Context: an optimization exercise on an open-source flow, tuned for small area. The choices shown serve that exercise and are no tape-out recipe. In this exercise RTL edits were held to simulation tests only and were not proved equivalent to the original. No activity file was given, so power comes from the tool's default toggle rates.

==> inputs of run a <==
Design reg_file, start of the top module:
module reg_file
#(
  parameter int DATA_W = reg_file_pkg::DATA_W,
  parameter int ADDR_W = reg_file_pkg::ADDR_W
) (
  input  logic              i_clk,
  input  logic              i_rst,
  input  logic [ADDR_W-1:0] i_raddr_a,
  input  logic [ADDR_W-1:0] i_raddr_b,
  input  logic              i_we,
  input  logic [ADDR_W-1:0] i_waddr,
  input  logic [DATA_W-1:0] i_wdata,
  output logic [DATA_W-1:0] out_a,
  output logic [DATA_W-1:0] out_b,
  output logic [31:0]       wr_cnt
);
  localparam int DEPTH = 2**ADDR_W;
  logic [DEPTH*DATA_W-1:0] regs_q;
  logic [DEPTH*DATA_W-1:0] regs_d;
  logic [31:0]             wr_cnt_q, wr_cnt_d;
  logic                    wr_valid;
  assign wr_valid = i_we && (i_waddr != reg_file_pkg::REG_ZERO);
  always_comb begin
    regs_d   = regs_q;
    wr_cnt_d = wr_cnt_q;
    if (wr_valid) begin
      regs_d[i_waddr*DATA_W +: DATA_W] = i_wdata;
      wr_cnt_d                         = wr_cnt_q + 32'd1;
    end
  end
  always_ff @(posedge i_clk or posedge i_rst) begin
    if (i_rst) begin
      regs_q   <= '0;
      wr_cnt_q <= '0;
    end else begin
      regs_q   <= regs_d;
      wr_cnt_q <= wr_cnt_d;
    end
  end
  assign wr_cnt = wr_cnt_q;
  reg_file_rport #(.DW(DATA_W), .AW(ADDR_W)) u_rport_a (
    .i_raddr (i_raddr_a),
    .i_regs  (regs_q),
    .i_we    (i_we),
    .i_waddr (i_waddr),
    .i_wdata (i_wdata),
    .o_rdata (out_a)
  );
  reg_file_rport #(.DW(DATA_W), .AW(ADDR_W)) u_rport_b (
    .i_raddr (i_raddr_b),
    .i_regs  (regs_q),
    .i_we    (i_we),
    .i_waddr (i_waddr),
    .i_wdata (i_wdata),
    .o_rdata (out_b)
  );
endmodule
==> module reg_file_rport, before the edit <==
module reg_file_rport
#(
  parameter int DW = reg_file_pkg::DATA_W,
  parameter int AW = reg_file_pkg::ADDR_W
) (
  input  logic [AW-1:0]          i_raddr,
  input  logic [(2**AW)*DW-1:0]  i_regs,
  input  logic                   i_we,
  input  logic [AW-1:0]          i_waddr,
  input  logic [DW-1:0]          i_wdata,
  output logic [DW-1:0]          o_rdata
);
  always_comb begin
    o_rdata = i_regs[i_raddr*DW +: DW];
    if (i_raddr == '0) begin
      o_rdata = '0;
    end
  end
  logic unused_bypass;
  assign unused_bypass = ^{i_we, i_waddr, i_wdata};
endmodule
==> module reg_file, before the edit <==
module reg_file
#(
  parameter int DATA_W = reg_file_pkg::DATA_W,
  parameter int ADDR_W = reg_file_pkg::ADDR_W
) (
  input  logic              i_clk,
  input  logic              i_rst,
  input  logic [ADDR_W-1:0] i_raddr_a,
  input  logic [ADDR_W-1:0] i_raddr_b,
  input  logic              i_we,
  input  logic [ADDR_W-1:0] i_waddr,
  input  logic [DATA_W-1:0] i_wdata,
  output logic [DATA_W-1:0] out_a,
  output logic [DATA_W-1:0] out_b,
  output logic [31:0]       wr_cnt
);
  localparam int DEPTH = 2**ADDR_W;
  logic [DEPTH*DATA_W-1:0] regs_q;
  logic [DEPTH*DATA_W-1:0] regs_d;
  logic [31:0]             wr_cnt_q, wr_cnt_d;
  logic                    wr_valid;
  assign wr_valid = i_we && (i_waddr != reg_file_pkg::REG_ZERO);
  always_comb begin
    regs_d   = regs_q;
    wr_cnt_d = wr_cnt_q;
    if (wr_valid) begin
      regs_d[i_waddr*DATA_W +: DATA_W] = i_wdata;
      wr_cnt_d                         = wr_cnt_q + 32'd1;
    end
  end
  always_ff @(posedge i_clk or posedge i_rst) begin
    if (i_rst) begin
      regs_q   <= '0;
      wr_cnt_q <= '0;
    end else begin
      regs_q   <= regs_d;
      wr_cnt_q <= wr_cnt_d;
    end
  end
  assign wr_cnt = wr_cnt_q;
  reg_file_rport #(.DW(DATA_W), .AW(ADDR_W)) u_rport_a (
    .i_raddr (i_raddr_a),
    .i_regs  (regs_q),
    .i_we    (i_we),
    .i_waddr (i_waddr),
    .i_wdata (i_wdata),
    .o_rdata (out_a)
  );
  reg_file_rport #(.DW(DATA_W), .AW(ADDR_W)) u_rport_b (
    .i_raddr (i_raddr_b),
    .i_regs  (regs_q),
    .i_we    (i_we),
    .i_waddr (i_waddr),
    .i_wdata (i_wdata),
    .o_rdata (out_b)
  );
endmodule
export LEC_CHECK = 0
export CAP_MARGIN = 20
export CORE_MARGIN = 2
export CORE_UTILIZATION = 40
export SLEW_MARGIN = 20
create_clock -name core_clock -period 6.0 [get_ports {i_clk}]
run.sh (not shown) runs the stock make flow with config.mk's settings and CLKGATE_MAP_FILE= SYNTH_SCRIPT=/design/flow/synth_recipe.tcl, a recipe that flattens the netlist after the stock synthesis.
==> inputs of run b, as changes to run a <==
==> flow/design.v (replaced) <==
package reg_file_pkg;
  localparam int DATA_W = 32;
  localparam int ADDR_W = 5;
  localparam logic [ADDR_W-1:0] REG_ZERO = 5'd0;
  localparam logic [ADDR_W-1:0] REG_SP   = 5'd29;
  localparam logic [ADDR_W-1:0] REG_RA   = 5'd31;
endpackage
module reg_file_rport
#(
  parameter int DW = reg_file_pkg::DATA_W
) (
  input  logic [30:0]      i_sel,    
  input  logic [31*DW-1:0] i_regs,   
  output logic [DW-1:0]    o_rdata
);
  for (genvar b = 0; b < DW; b++) begin : g_bit
    logic [9:0] nhit;   
    for (genvar k = 0; k < 10; k++) begin : g_tri
      reg_file_aoi222 u_tri (
        .a1 (i_sel[3*k]),   .a2 (i_regs[(3*k)*DW + b]),
        .b1 (i_sel[3*k+1]), .b2 (i_regs[(3*k+1)*DW + b]),
        .c1 (i_sel[3*k+2]), .c2 (i_regs[(3*k+2)*DW + b]),
        .y  (nhit[k])
      );
    end
    reg_file_rcomb u_comb (
      .i_nhit (nhit),
      .i_sel  (i_sel[30]),
      .i_reg  (i_regs[30*DW + b]),
      .o_y    (o_rdata[b])
    );
  end
endmodule
module reg_file_aoi222 (
  input  logic a1, a2, b1, b2, c1, c2,
  output logic y
);
  assign y = ~((a1 & a2) | (b1 & b2) | (c1 & c2));
endmodule
module reg_file_rcomb (
  input  logic [9:0] i_nhit,
  input  logic       i_sel,
  input  logic       i_reg,
  output logic       o_y
);
  assign o_y = ~(&i_nhit) | (i_sel & i_reg);
endmodule
module reg_file_ao22 (
  input  logic a1, a2, b1, b2,
  output logic y
);
  assign y = (a1 & a2) | (b1 & b2);
endmodule
module reg_file
#(
  parameter int DATA_W = reg_file_pkg::DATA_W,
  parameter int ADDR_W = reg_file_pkg::ADDR_W
) (
  input  logic              i_clk,
  input  logic              i_rst,
  input  logic [ADDR_W-1:0] i_raddr_a,
  input  logic [ADDR_W-1:0] i_raddr_b,
  input  logic              i_we,
  input  logic [ADDR_W-1:0] i_waddr,
  input  logic [DATA_W-1:0] i_wdata,
  output logic [DATA_W-1:0] out_a,
  output logic [DATA_W-1:0] out_b,
  output logic [31:0]       wr_cnt
);
  localparam int DEPTH = 2**ADDR_W;
  logic [(DEPTH-1)*DATA_W-1:0] regs_q;          
  logic [DEPTH-1:1]            wsel;            
  logic [DEPTH-1:1]            nwsel;           
  logic [DEPTH-1:1]            valid_q;         
  logic [DEPTH-2:0]            sel_a, sel_b;    
  logic [31:0]                 wr_cnt_q;
  logic                        wr_valid;
  assign wr_valid = i_we && (i_waddr != reg_file_pkg::REG_ZERO);
  for (genvar g = 1; g < DEPTH; g++) begin : g_reg
    logic [DATA_W-1:0] data_q, data_d;
    logic              valid;
    assign wsel[g]  = i_we && (i_waddr == g);
    assign nwsel[g] = ~wsel[g];
    for (genvar b = 0; b < DATA_W; b++) begin : g_bit
      reg_file_ao22 u_next (
        .a1 (wsel[g]),  .a2 (i_wdata[b]),
        .b1 (nwsel[g]), .b2 (data_q[b]),
        .y  (data_d[b])
      );
    end
    always_ff @(posedge i_clk) begin
      data_q <= data_d;
    end
    always_ff @(posedge i_clk or posedge i_rst) begin
      if (i_rst)        valid <= 1'b0;
      else if (wsel[g]) valid <= 1'b1;
    end
    assign regs_q[(g-1)*DATA_W +: DATA_W] = data_q;
    assign valid_q[g]  = valid;
    assign sel_a[g-1]  = valid && (i_raddr_a == g);
    assign sel_b[g-1]  = valid && (i_raddr_b == g);
  end
  always_ff @(posedge i_clk or posedge i_rst) begin
    if (i_rst)         wr_cnt_q <= '0;
    else if (wr_valid) wr_cnt_q <= wr_cnt_q + 32'd1;
  end
  assign wr_cnt = wr_cnt_q;
  reg_file_rport #(.DW(DATA_W)) u_rport_a (
    .i_sel   (sel_a),
    .i_regs  (regs_q),
    .o_rdata (out_a)
  );
  reg_file_rport #(.DW(DATA_W)) u_rport_b (
    .i_sel   (sel_b),
    .i_regs  (regs_q),
    .o_rdata (out_b)
  );
endmodule
==> flow/flow/run.sh (new file) <==
#!/bin/bash
# Layout flow: the standard ORFS flow (standard.sh, unchanged synthesis) with these
# changes to how the layout is made:
#  - ports are buffered with buf_1 instead of the default delay-buffer cell,
#  - clock tree synthesis uses clkbuf_4 with small sink clusters and inserts no dummy loads.
# make's full output goes to make.log here; ORFS's own per-step logs stay under orfs/logs.
set -euo pipefail
bash standard.sh \
  "BUFFER_PORTS_ARGS=-buffer_cell sky130_fd_sc_hd__buf_1" \
  "CTS_ARGS=-sink_clustering_enable -repair_clock_nets -dont_use_dummy_load -buf_list sky130_fd_sc_hd__clkbuf_4 -sink_clustering_size 10 -sink_clustering_max_diameter 45" \
  finish > make.log 2>&1
==> flow/standard.sh (new file) <==
#!/bin/bash
# synth_recipe.tcl (not shown) runs the flow's synth.tcl, then flattens the netlist and writes it again
# the make line also repeats each setting of config.mk as NAME=value (left out here)
make -C /OpenROAD-flow-scripts/flow DESIGN_CONFIG=/design/flow/config.mk WORK_HOME=/design/flow/orfs CLKGATE_MAP_FILE= SYNTH_SCRIPT=/design/flow/synth_recipe.tcl "${@:-finish}"
- CAP_MARGIN: 20 -> 15
- CORE_UTILIZATION: 40 -> 60
- SETUP_SLACK_MARGIN: unset -> 0.1
- SLEW_MARGIN: 20 -> 15
- SYNTH_HIERARCHICAL: unset -> 1
- SYNTH_MINIMUM_KEEP_SIZE: unset -> 0
removed: flow/run.sh
==> inputs of run c, as changes to run a <==
==> flow/design.v (replaced) <==
package reg_file_pkg;
  localparam int DATA_W = 32;
  localparam int ADDR_W = 5;
  localparam logic [ADDR_W-1:0] REG_ZERO = 5'd0;
  localparam logic [ADDR_W-1:0] REG_SP   = 5'd29;
  localparam logic [ADDR_W-1:0] REG_RA   = 5'd31;
endpackage
module reg_file_rport
#(
  parameter int DW = reg_file_pkg::DATA_W
) (
  input  logic [30:0]      i_sel,    
  input  logic [31*DW-1:0] i_regs,   
  output logic [DW-1:0]    o_rdata
);
  for (genvar b = 0; b < DW; b++) begin : g_bit
    logic [9:0] nhit;   
    for (genvar k = 0; k < 10; k++) begin : g_tri
      reg_file_aoi222 u_tri (
        .a1 (i_sel[3*k]),   .a2 (i_regs[(3*k)*DW + b]),
        .b1 (i_sel[3*k+1]), .b2 (i_regs[(3*k+1)*DW + b]),
        .c1 (i_sel[3*k+2]), .c2 (i_regs[(3*k+2)*DW + b]),
        .y  (nhit[k])
      );
    end
    reg_file_rcomb u_comb (
      .i_nhit (nhit),
      .i_sel  (i_sel[30]),
      .i_reg  (i_regs[30*DW + b]),
      .o_y    (o_rdata[b])
    );
  end
endmodule
module reg_file_aoi222 (
  input  logic a1, a2, b1, b2, c1, c2,
  output logic y
);
  assign y = ~((a1 & a2) | (b1 & b2) | (c1 & c2));
endmodule
module reg_file_rcomb (
  input  logic [9:0] i_nhit,
  input  logic       i_sel,
  input  logic       i_reg,
  output logic       o_y
);
  assign o_y = ~(&i_nhit) | (i_sel & i_reg);
endmodule
module reg_file
#(
  parameter int DATA_W = reg_file_pkg::DATA_W,
  parameter int ADDR_W = reg_file_pkg::ADDR_W
) (
  input  logic              i_clk,
  input  logic              i_rst,
  input  logic [ADDR_W-1:0] i_raddr_a,
  input  logic [ADDR_W-1:0] i_raddr_b,
  input  logic              i_we,
  input  logic [ADDR_W-1:0] i_waddr,
  input  logic [DATA_W-1:0] i_wdata,
  output logic [DATA_W-1:0] out_a,
  output logic [DATA_W-1:0] out_b,
  output logic [31:0]       wr_cnt
);
  localparam int DEPTH = 2**ADDR_W;
  logic [(DEPTH-1)*DATA_W-1:0] regs_q;          
  logic [DEPTH-1:1]            wsel;            
  logic [DEPTH-1:1]            valid_q;         
  logic [DEPTH-2:0]            sel_a, sel_b;    
  logic [31:0]                 wr_cnt_q;
  logic                        wr_valid;
  assign wr_valid = i_we && (i_waddr != reg_file_pkg::REG_ZERO);
  for (genvar g = 1; g < DEPTH; g++) begin : g_reg
    logic [DATA_W-1:0] data_q;
    logic              valid;
    assign wsel[g] = i_we && (i_waddr == g);
    always_ff @(posedge i_clk) begin
      if (wsel[g]) data_q <= i_wdata;
    end
    always_ff @(posedge i_clk or posedge i_rst) begin
      if (i_rst)        valid <= 1'b0;
      else if (wsel[g]) valid <= 1'b1;
    end
    assign regs_q[(g-1)*DATA_W +: DATA_W] = data_q;
    assign valid_q[g]  = valid;
    assign sel_a[g-1]  = valid && (i_raddr_a == g);
    assign sel_b[g-1]  = valid && (i_raddr_b == g);
  end
  always_ff @(posedge i_clk or posedge i_rst) begin
    if (i_rst)         wr_cnt_q <= '0;
    else if (wr_valid) wr_cnt_q <= wr_cnt_q + 32'd1;
  end
  assign wr_cnt = wr_cnt_q;
  reg_file_rport #(.DW(DATA_W)) u_rport_a (
    .i_sel   (sel_a),
    .i_regs  (regs_q),
    .o_rdata (out_a)
  );
  reg_file_rport #(.DW(DATA_W)) u_rport_b (
    .i_sel   (sel_b),
    .i_regs  (regs_q),
    .o_rdata (out_b)
  );
endmodule
==> flow/flow/run.sh (new file) <==
#!/bin/bash
# Layout flow: the standard ORFS flow (standard.sh, unchanged synthesis) with these
# changes to how the layout is made:
#  - ports are buffered with buf_1 instead of the default delay-buffer cell,
#  - clock tree synthesis uses clkbuf_4 with small sink clusters and inserts no dummy loads.
# make's full output goes to make.log here; ORFS's own per-step logs stay under orfs/logs.
set -euo pipefail
bash standard.sh \
  "BUFFER_PORTS_ARGS=-buffer_cell sky130_fd_sc_hd__buf_1" \
  "CTS_ARGS=-sink_clustering_enable -repair_clock_nets -dont_use_dummy_load -buf_list sky130_fd_sc_hd__clkbuf_4 -sink_clustering_size 10 -sink_clustering_max_diameter 45" \
  finish > make.log 2>&1
==> flow/standard.sh (new file) <==
#!/bin/bash
# synth_recipe.tcl (not shown) runs the flow's synth.tcl, then flattens the netlist and writes it again
# the make line also repeats each setting of config.mk as NAME=value (left out here)
make -C /OpenROAD-flow-scripts/flow DESIGN_CONFIG=/design/flow/config.mk WORK_HOME=/design/flow/orfs CLKGATE_MAP_FILE= SYNTH_SCRIPT=/design/flow/synth_recipe.tcl "${@:-finish}"
- CORE_UTILIZATION: 40 -> 55
- SETUP_SLACK_MARGIN: unset -> 0.1
- SYNTH_HIERARCHICAL: unset -> 1
- SYNTH_MINIMUM_KEEP_SIZE: unset -> 0
removed: flow/run.sh
==> qor summary <==
	run b	run c	run a
Global Route met3 Usage	0.2791	0.1854	0.04455
Total length of routed met2 wires	75090 microns	70590 microns	83630 microns
Area of the die	68890 sq um	77210 sq um	143100 sq um
Dominant class by area	sequential cells	sequential cells	multi-input gates
Number of global-route vias before repair	40234	30447	36184
CTS H-tree lvls	4	4	3
Int Pwr	10.53 mW	9.515 mW	17.02 mW
Leading cell type in the layout, fill and taps excluded	-	edfxtp_1	dfrtp_1
Utilization after layout	0.6693	0.6155	0.4598
Average footprint of a synthesized cell	12.34 sq um	18.58 sq um	15.27 sq um
Number of warnings issued by yosys	7	7	2
Root buffer selected by CTS	clkbuf_4	clkbuf_4	clkbuf_16
Run status	failed layout checks	no timing/DRC/antenna violations	no timing/DRC/antenna violations
Violated checks	capacitance limit, slew limit	-	-
Final critical-path share of the clock period	0.9496	0.8954	0.9143
Most common cell in the netlist	-	edfxtp_1	dfrtp_1
PnR worst setup slack	302.2 ps	627.4 ps	514.5 ps

## separate check: timing with driven ports
No port has a modelled driver above. Below, the same layouts with a new extraction and two added sets of constraints.
Step 1 sets driving cells, clkbuf_16 on the clock port and buf_2 on the other inputs (assumed; they add their load-dependent delay and slew).
Step 2 adds t to the input delays and takes it off the output delays; t is the mean of the earliest and latest rising clock arrival at the registers after step 1. Input paths then give back, and output paths get back, about the clock's delay inside the block.
Three values: ideal, step 1, step 2; two values: the first two.
| run | t (ns) | slack for setup (ns) | latest minus earliest clock arrival (ns) | slew at the worst register clock pin (ns) | pins driven straight from the clock port |
|---|---|---|---|---|---|
| run a | 0.805 | 0.514 / 0.451 / 0.451 | 0.029 / 0.029 | 0.07 / 0.07 | 1 |
| run b | 1.111 | 0.302 / 0.277 / 0.277 | 0.103 / 0.103 | 0.12 / 0.12 | 1 |
| run c | 1.095 | 0.627 / 0.583 / 0.583 | 0.079 / 0.079 | 0.11 / 0.11 | 1 |
The setup slack of run a, which loses most, moves by -0.063 ns with the drivers and by -0.063 ns with both steps.
